This design comes from an exercise in tuning for small area on the open sky130 flow, not from production work.
RTL that was checked went through simulation tests only; none was proved equivalent to the original.
Power and IR drop assume default switching activity.

==> inputs of run K <==
==> flow/design.v (excerpt) <==
module rgb_led_array_pwm #(
  parameter int P_LED_NUM = 4,
  parameter int P_DUTY_W  = 8,
  parameter int P_CE_DIV  = 4,
  parameter int P_CE_W    = 2,
  parameter int P_SPD_W   = 10,
  parameter int P_PHASE   = 192
) (
  input  logic                 I_CLK_100MHZ,
  input  logic                 I_RST,
  input  logic [1:0]           I_MODE,
  input  logic [P_SPD_W-1:0]   I_SPEED,
  input  logic [P_DUTY_W-1:0]  I_BRIGHTNESS,
  input  logic                 I_INVERTED,
  input  logic [P_DUTY_W-1:0]  I_FIX_R,
  input  logic [P_DUTY_W-1:0]  I_FIX_G,
  input  logic [P_DUTY_W-1:0]  I_FIX_B,
  output logic [P_LED_NUM-1:0] O_LED_R,
  output logic [P_LED_NUM-1:0] O_LED_G,
  output logic [P_LED_NUM-1:0] O_LED_B,
  output logic                 O_FRAME,
  output logic [3:0]           O_STATUS
);
export LEC_CHECK = 0
export ABC_AREA = 1
export CAP_MARGIN = 20
export CORE_MARGIN = 2
export CORE_UTILIZATION = 45
export PLACE_DENSITY = 0.6
export SLEW_MARGIN = 20
create_clock -name core_clock -period 13.0 [get_ports {I_CLK_100MHZ}]
standard.sh (not shown) runs the stock make flow with config.mk's settings and CLKGATE_MAP_FILE= SYNTH_SCRIPT=/design/flow/synth_recipe.tcl, a recipe that flattens the netlist after the stock synthesis.
==> flow/flow/run.sh <==
#!/bin/bash
# The standard layout (standard.sh) with these changes:
#  - synthesis maps the logic with the area-oriented ABC script in
#    flow/abc_area.script (a copy of ORFS's scripts folder with that one file
#    replaced; everything before and after ABC, registers included, is the
#    standard synthesis)
#  - ports are buffered with the plain sky130_fd_sc_hd__buf_1 cell
#  - clock tree synthesis with clkbuf_8 buffers and no dummy loads
set -euo pipefail
rm -rf scripts_local
cp -r "$FLOW_HOME/scripts" scripts_local
cp flow/abc_area.script scripts_local/abc_area.script
SCRIPTS_DIR="$PWD/scripts_local" ABC_AREA=1 bash standard.sh synth > synth_run.log 2>&1
rm -rf scripts_local
export BUFFER_PORTS_ARGS="-buffer_cell sky130_fd_sc_hd__buf_1"
export CTS_ARGS="-sink_clustering_enable -repair_clock_nets -dont_use_dummy_load -buf_list sky130_fd_sc_hd__clkbuf_8 -root_buf sky130_fd_sc_hd__clkbuf_8"
bash standard.sh > layout_run.log 2>&1
==> flow/flow/abc_area.script <==
strash
&get -n
&deepsyn -T 20 -S 7
&put
dch -f
amap
topo
==> run D: changes against run K <==
--- a/flow/design.v
+++ b/flow/design.v
@@ -28,38 +28,40 @@
     gt8 = 1'b0;
     for (int i = 0; i < 8; i++) gt8 = gtc(a[i], b[i], gt8);
   endfunction
   function automatic logic gt6(input logic [5:0] a, input logic [5:0] b);
     gt6 = 1'b0;
     for (int i = 0; i < 6; i++) gt6 = gtc(a[i], b[i], gt6);
   endfunction
-  function automatic logic [7:0] inc8(input logic [7:0] a);
-    logic c;
-    c = 1'b1;
-    for (int i = 0; i < 8; i++) begin inc8[i] = a[i] ^ c; c = a[i] & c; end
-  endfunction
   logic [1:0]  ce_cnt_r;
-  logic [7:0]  pwm_cnt_r;
-  logic [7:0]  pwm_inc_s;
+  logic [7:0]  pwm1_r;       
+  logic [7:0]  pwm1_nxt_s;
   logic        frame_r;
   logic        ce_s, ce0_s, pre_s, frame_s, pwm_last_s;
   assign ce_s       = (ce_cnt_r == 2'd3);
   assign ce0_s      = (ce_cnt_r == 2'd0);
-  assign pwm_last_s = (pwm_cnt_r == 8'd254);
+  assign pwm_last_s = &pwm1_r;
   assign frame_s    = ce_s && pwm_last_s;
   assign pre_s      = (ce_cnt_r == 2'd2) && pwm_last_s;
-  assign pwm_inc_s  = inc8(pwm_cnt_r);
+  always_comb begin
+    logic c;
+    c = ce_s;
+    for (int i = 0; i < 8; i++) begin
+      pwm1_nxt_s[i] = pwm1_r[i] ^ c;
+      c = pwm1_r[i] & c;
+    end
+    if (frame_s) pwm1_nxt_s = 8'd1;
+  end
   always_ff @(posedge I_CLK_100MHZ or posedge I_RST) begin
     if (I_RST) ce_cnt_r <= 2'd0;
     else       ce_cnt_r <= {ce_cnt_r[1] ^ ce_cnt_r[0], ~ce_cnt_r[0]};
   end
   always_ff @(posedge I_CLK_100MHZ or posedge I_RST) begin
-    if (I_RST)        pwm_cnt_r <= 8'd0;
-    else if (frame_s) pwm_cnt_r <= 8'd0;
-    else if (ce_s)    pwm_cnt_r <= pwm_inc_s;
+    if (I_RST) pwm1_r <= 8'd1;
+    else       pwm1_r <= pwm1_nxt_s;
   end
   always_ff @(posedge I_CLK_100MHZ or posedge I_RST) begin
     if (I_RST) frame_r <= 1'b0;
     else       frame_r <= frame_s;
   end
   logic [9:0]  step_cnt_r;
   logic [9:0]  step_inc_s;
@@ -87,22 +89,24 @@
   assign mode_enter_s = frame_s && (I_MODE != mode_r) && I_MODE[1];
   always_ff @(posedge I_CLK_100MHZ or posedge I_RST) begin
     if (I_RST) step_cnt_r <= 10'd0;
     else       step_cnt_r <= step_s ? 10'd0 : step_inc_s;
   end
   logic [9:0] hue_nxt_s;
   always_comb begin
-    logic t;
+    logic t, wrap;
     t = step_s;
+    wrap = 1'b0;
     for (int i = 0; i < 10; i++) begin
+      if (i == 8) wrap = t && !hue_r[8] && (hue_r[9] ^ I_INVERTED);
       hue_nxt_s[i] = hue_r[i] ^ t;
       t = t & (hue_r[i] ^ I_INVERTED);
     end
-    if (step_s && !I_INVERTED && hue_r == 10'd767) hue_nxt_s = 10'd0;
-    if (step_s &&  I_INVERTED && hue_r == 10'd0)   hue_nxt_s = 10'd767;
+    hue_nxt_s[9] = hue_nxt_s[9] && !(wrap && !I_INVERTED);
+    hue_nxt_s[8] = hue_nxt_s[8] && !wrap;
   end
   always_ff @(posedge I_CLK_100MHZ or posedge I_RST) begin
     if (I_RST) hue_r <= 10'd0;
     else       hue_r <= hue_nxt_s;
   end
   always_ff @(posedge I_CLK_100MHZ or posedge I_RST) begin
     if (I_RST)        mode_r <= 2'd0;
@@ -123,37 +127,35 @@
       lvl_step_r <= 1'b0;
       lvl_clr_r  <= 1'b0;
     end else begin
       lvl_step_r <= step_s;
       lvl_clr_r  <= mode_enter_s;
     end
   end
+  logic       lvl_turn_s;
   always_comb begin
     logic t;
     t = lvl_step_r;
     for (int i = 0; i < 8; i++) begin
       level_nxt_s[i] = level_r[i] ^ t;
       t = t & (level_r[i] ^ dir_down_r);
     end
+    lvl_turn_s = t;
+    if (lvl_turn_s) level_nxt_s = {level_r[7:1], ~level_r[0]};
   end
   always_ff @(posedge I_CLK_100MHZ or posedge I_RST) begin
     if (I_RST) begin
       level_r    <= 8'd0;
       dir_down_r <= 1'b0;
     end else if (lvl_clr_r) begin
       level_r    <= 8'd0;
       dir_down_r <= 1'b0;
-    end else if (lvl_step_r && !dir_down_r && level_r == 8'd255) begin
-      dir_down_r <= 1'b1;
-      level_r    <= 8'd254;
-    end else if (lvl_step_r && dir_down_r && level_r == 8'd0) begin
-      dir_down_r <= 1'b0;
-      level_r    <= 8'd1;
     end else begin
       level_r    <= level_nxt_s;
+      dir_down_r <= dir_down_r ^ lvl_turn_s;
     end
   end
   logic [7:0]  col_r_r, col_g_r, col_b_r;
   logic        wheel_r, breath_r;
   logic [7:0]  nkb_r;        
   logic [7:0]  ndvs_s;       
   logic [7:0]  kb_in_s;
@@ -194,15 +196,15 @@
       if (frame_s && breath_r) col_g_r <= mul_s;
       if (frame_r && breath_r) col_b_r <= mul_s;
     end
   end
   always_ff @(posedge I_CLK_100MHZ) begin
     nkb_r <= ndvs_s;
   end
-  logic [7:0] q_r;
+  logic [7:0] nq_r;
   logic [7:0] rem_r;
   logic [7:0] rin_s;
   logic [3:0] tq_s, tr_s;   
   logic [7:0] r1_s, r2_s;
   logic       b1_s, b2_s;
   logic       sat_s;
   always_comb begin
@@ -221,18 +223,18 @@
       8'd11: begin tq_s = 4'd1;  tr_s = 4'd3; end
       8'd12: begin tq_s = 4'd1;  tr_s = 4'd2; end
       8'd13: begin tq_s = 4'd1;  tr_s = 4'd1; end
       8'd14: begin tq_s = 4'd1;  tr_s = 4'd0; end
       default: begin tq_s = 4'd0; tr_s = 4'd15; end
     endcase
   end
-  assign sat_s = &q_r;
+  assign sat_s = ~|nq_r;
   assign ndvs_s = pre_s ? ~kb_in_s : nkb_r;
   assign rin_s = pre_s ? {4'd0, tr_s} :
-                 ce0_s ? (sat_s ? ~nkb_r : pwm_inc_s) :
+                 ce0_s ? (sat_s ? ~nkb_r : pwm1_r) :
                  rem_r;
   function automatic logic [8:0] dstep(input logic [7:0] r, input logic [7:0] ndv);
     logic [8:0] t, nd, s;
     logic       c;
     t  = {r, 1'b1};
     nd = {1'b1, ndv};
     c  = 1'b0;
@@ -244,42 +246,42 @@
   endfunction
   assign {b1_s, r1_s} = dstep(rin_s, ndvs_s);
   assign {b2_s, r2_s} = dstep(r1_s, ndvs_s);
   always_ff @(posedge I_CLK_100MHZ) begin
     rem_r <= r2_s;
   end
   always_ff @(posedge I_CLK_100MHZ) begin
-    if (pre_s) q_r <= {q_r[5:4], tq_s, b1_s, b2_s};
-    else       q_r <= {q_r[5:0], b1_s, b2_s};
+    if (pre_s) nq_r <= ~{nq_r[5:4], tq_s, b1_s, b2_s};
+    else       nq_r <= {nq_r[5:0], ~b1_s, ~b2_s};
   end
   logic valid_r;
   always_ff @(posedge I_CLK_100MHZ or posedge I_RST) begin
     if (I_RST)        valid_r <= 1'b0;
     else if (frame_s) valid_r <= 1'b1;
   end
   logic [7:0] cb_s;
   logic       on_r_s, on_g_s, on_b_s;
   logic [9:0] hue_p_s;
   logic       lo_up_s, lo_dn_s;
   logic [P_LED_NUM-1:0] wr_s, wg_s, wb_s;
   logic [P_LED_NUM-1:0] led_r_r, led_g_r, led_b_r;
   assign cb_s    = (frame_r && breath_r) ? mul_s : col_b_r;
-  assign lo_up_s = gt6(col_r_r[5:0], q_r[5:0]);
-  assign lo_dn_s = gt6(col_g_r[5:0], q_r[5:0]);
-  assign on_r_s  = gtc(col_r_r[7], q_r[7], gtc(col_r_r[6], q_r[6], lo_up_s));
-  assign on_g_s  = gtc(col_g_r[7], q_r[7], gtc(col_g_r[6], q_r[6], lo_dn_s));
-  assign on_b_s  = gt8(cb_s, q_r);
+  assign lo_up_s = gt6(col_r_r[5:0], ~nq_r[5:0]);
+  assign lo_dn_s = gt6(col_g_r[5:0], ~nq_r[5:0]);
+  assign on_r_s  = gtc(col_r_r[7], ~nq_r[7], gtc(col_r_r[6], ~nq_r[6], lo_up_s));
+  assign on_g_s  = gtc(col_g_r[7], ~nq_r[7], gtc(col_g_r[6], ~nq_r[6], lo_dn_s));
+  assign on_b_s  = gt8(cb_s, ~nq_r);
   assign hue_p_s = {col_g_r[7:6], col_r_r};
   logic [11:0] z_s, z1_s, y_s;
   for (genvar ga = 0; ga < 4; ga++) begin : g_a
     localparam logic [1:0] NA = 2'(3 - ga);
     localparam logic [1:0] PA = 2'(ga);
-    assign z_s[ga]     = gtc(NA[1], q_r[7], gtc(NA[0], q_r[6], lo_dn_s));
+    assign z_s[ga]     = gtc(NA[1], ~nq_r[7], gtc(NA[0], ~nq_r[6], lo_dn_s));
     assign z_s[ga + 4] = 1'b0;
-    assign z_s[ga + 8] = gtc(PA[1], q_r[7], gtc(PA[0], q_r[6], lo_up_s));
+    assign z_s[ga + 8] = gtc(PA[1], ~nq_r[7], gtc(PA[0], ~nq_r[6], lo_up_s));
   end
   always_comb begin
     case (hue_p_s[7:6])
       2'd0: z1_s = z_s;
       2'd1: z1_s = {z_s[0], z_s[11:1]};
       2'd2: z1_s = {z_s[1:0], z_s[11:2]};
       default: z1_s = {z_s[2:0], z_s[11:3]};
==> flow/flow/run.sh (replaced) <==
#!/bin/bash
# The standard layout (standard.sh) with these changes:
#  - synthesis maps the logic with the area-oriented ABC script in
#    flow/abc_area.script (a copy of ORFS's scripts folder with that one file
#    replaced; everything before and after ABC, registers included, is the
#    standard synthesis), and buffers pass-through wires with buf_1
#  - ports are buffered with the plain sky130_fd_sc_hd__buf_1 cell
#  - clock tree synthesis with clkbuf_8 buffers and no dummy loads
set -euo pipefail
rm -rf scripts_local
cp -r "$FLOW_HOME/scripts" scripts_local
cp flow/abc_area.script scripts_local/abc_area.script
SCRIPTS_DIR="$PWD/scripts_local" ABC_AREA=1 MIN_BUF_CELL_AND_PORTS="sky130_fd_sc_hd__buf_1 A X" \
  bash standard.sh synth > synth_run.log 2>&1
rm -rf scripts_local
export BUFFER_PORTS_ARGS="-buffer_cell sky130_fd_sc_hd__buf_1"
export CTS_ARGS="-sink_clustering_enable -repair_clock_nets -dont_use_dummy_load -buf_list sky130_fd_sc_hd__clkbuf_8 -root_buf sky130_fd_sc_hd__clkbuf_8"
bash standard.sh > layout_run.log 2>&1
==> flow/flow/abc_area.script (replaced) <==
strash
&get -n
&deepsyn -T 20 -S 7
&put
dch -f
amap -F 3 -A 8
topo
==> run F: changes against run K <==
--- a/flow/design.v
+++ b/flow/design.v
@@ -28,38 +28,40 @@
     gt8 = 1'b0;
     for (int i = 0; i < 8; i++) gt8 = gtc(a[i], b[i], gt8);
   endfunction
   function automatic logic gt6(input logic [5:0] a, input logic [5:0] b);
     gt6 = 1'b0;
     for (int i = 0; i < 6; i++) gt6 = gtc(a[i], b[i], gt6);
   endfunction
-  function automatic logic [7:0] inc8(input logic [7:0] a);
-    logic c;
-    c = 1'b1;
-    for (int i = 0; i < 8; i++) begin inc8[i] = a[i] ^ c; c = a[i] & c; end
-  endfunction
   logic [1:0]  ce_cnt_r;
-  logic [7:0]  pwm_cnt_r;
-  logic [7:0]  pwm_inc_s;
+  logic [7:0]  pwm1_r;       
+  logic [7:0]  pwm1_nxt_s;
   logic        frame_r;
   logic        ce_s, ce0_s, pre_s, frame_s, pwm_last_s;
   assign ce_s       = (ce_cnt_r == 2'd3);
   assign ce0_s      = (ce_cnt_r == 2'd0);
-  assign pwm_last_s = (pwm_cnt_r == 8'd254);
+  assign pwm_last_s = &pwm1_r;
   assign frame_s    = ce_s && pwm_last_s;
   assign pre_s      = (ce_cnt_r == 2'd2) && pwm_last_s;
-  assign pwm_inc_s  = inc8(pwm_cnt_r);
+  always_comb begin
+    logic c;
+    c = ce_s;
+    for (int i = 0; i < 8; i++) begin
+      pwm1_nxt_s[i] = pwm1_r[i] ^ c;
+      c = pwm1_r[i] & c;
+    end
+    if (frame_s) pwm1_nxt_s = 8'd1;
+  end
   always_ff @(posedge I_CLK_100MHZ or posedge I_RST) begin
     if (I_RST) ce_cnt_r <= 2'd0;
     else       ce_cnt_r <= {ce_cnt_r[1] ^ ce_cnt_r[0], ~ce_cnt_r[0]};
   end
   always_ff @(posedge I_CLK_100MHZ or posedge I_RST) begin
-    if (I_RST)        pwm_cnt_r <= 8'd0;
-    else if (frame_s) pwm_cnt_r <= 8'd0;
-    else if (ce_s)    pwm_cnt_r <= pwm_inc_s;
+    if (I_RST) pwm1_r <= 8'd1;
+    else       pwm1_r <= pwm1_nxt_s;
   end
   always_ff @(posedge I_CLK_100MHZ or posedge I_RST) begin
     if (I_RST) frame_r <= 1'b0;
     else       frame_r <= frame_s;
   end
   logic [9:0]  step_cnt_r;
   logic [9:0]  step_inc_s;
@@ -224,15 +226,15 @@
       8'd14: begin tq_s = 4'd1;  tr_s = 4'd0; end
       default: begin tq_s = 4'd0; tr_s = 4'd15; end
     endcase
   end
   assign sat_s = &q_r;
   assign ndvs_s = pre_s ? ~kb_in_s : nkb_r;
   assign rin_s = pre_s ? {4'd0, tr_s} :
-                 ce0_s ? (sat_s ? ~nkb_r : pwm_inc_s) :
+                 ce0_s ? (sat_s ? ~nkb_r : pwm1_r) :
                  rem_r;
   function automatic logic [8:0] dstep(input logic [7:0] r, input logic [7:0] ndv);
     logic [8:0] t, nd, s;
     logic       c;
     t  = {r, 1'b1};
     nd = {1'b1, ndv};
     c  = 1'b0;
--- a/flow/flow/run.sh
+++ b/flow/flow/run.sh
@@ -9,9 +9,9 @@
 set -euo pipefail
 rm -rf scripts_local
 cp -r "$FLOW_HOME/scripts" scripts_local
 cp flow/abc_area.script scripts_local/abc_area.script
 SCRIPTS_DIR="$PWD/scripts_local" ABC_AREA=1 bash standard.sh synth > synth_run.log 2>&1
 rm -rf scripts_local
 export BUFFER_PORTS_ARGS="-buffer_cell sky130_fd_sc_hd__buf_1"
-export CTS_ARGS="-sink_clustering_enable -repair_clock_nets -dont_use_dummy_load -buf_list sky130_fd_sc_hd__clkbuf_8 -root_buf sky130_fd_sc_hd__clkbuf_8"
+export CTS_ARGS="-sink_clustering_enable -repair_clock_nets -dont_use_dummy_load -sink_clustering_size 30 -sink_clustering_max_diameter 80 -buf_list sky130_fd_sc_hd__clkbuf_8 -root_buf sky130_fd_sc_hd__clkbuf_8"
 bash standard.sh > layout_run.log 2>&1
==> metrics.md <==
| Metric | Value |
|---|---|
| M1 WL | 8850 µm |
| GPL Wtd Cong | 0.917 |
| Clk pin slew, worst setup/hold paths | 0.11 ns |
| Final non-clock buffer share | 0.0344 |
| Status | finished clean |
-- figures above: run F

==> metrics.md <==
| Metric | Value |
|---|---|
| M1 WL | 9290 µm |
| Fin crit share | 0.814 |
| Clock power frac | 0.304 |
| Cell mode on critical path | fa_1 |
| Final non-clock buffer share | 0.0394 |
| Final wirelength | 20200 µm |
| Nets@finish | 1034 |
| Status | finished clean |
| GPL Wtd Cong | 0.911 |
| Clk pin slew, worst setup/hold paths | 0.10 ns |
-- figures above: run K

==> metrics.md <==
| Metric | Value |
|---|---|
| GPL Wtd Cong | 0.927 |
| FF-to-FF End | rem_r[1]$_DFF_P_ |
| Final non-clock buffer share | 0.0356 |
| Status | finished clean |
| M1 WL | 8130 µm |
-- figures above: run D

The RTL of run F was laid out without a check of its function.

static timing again, ports no longer ideal:
In the flow no input, the clock included, has a driving cell. The finished layouts below were timed again as built, in two steps.
Step 1 (the two cells are an assumption about what drives the block):
set clk [get_ports {I_CLK_100MHZ}]
set_driving_cell -lib_cell sky130_fd_sc_hd__clkbuf_16 $clk
set_driving_cell -lib_cell sky130_fd_sc_hd__buf_2 [delete_from_list [all_inputs] $clk]
Step 2, shift: input delay + t, output delay - t, t = (earliest + latest rising clock arrival at the registers) / 2. This alone moves slack from input paths to output paths.
Three values: ideal, step 1, step 2; two values: the first two.
run | shift t [ns] | setup slack, ns | worst hold slack (ns) | worst setup path at the end
run K | 0.414 | 2.421 / 2.433 / 2.018 | 0.396 / 0.396 / 0.396 | input to register
run D | 0.409 | 1.843 / 1.857 / 1.447 | 0.491 / 0.491 / 0.491 | input to register
run F | 0.414 | 2.385 / 2.402 / 1.987 | 0.440 / 0.440 / 0.440 | input to register
After both steps setup and hold are still met in every run listed. For run K, which loses most, drivers alone change the setup slack by +0.012 ns; drivers and shift together by -0.403 ns.
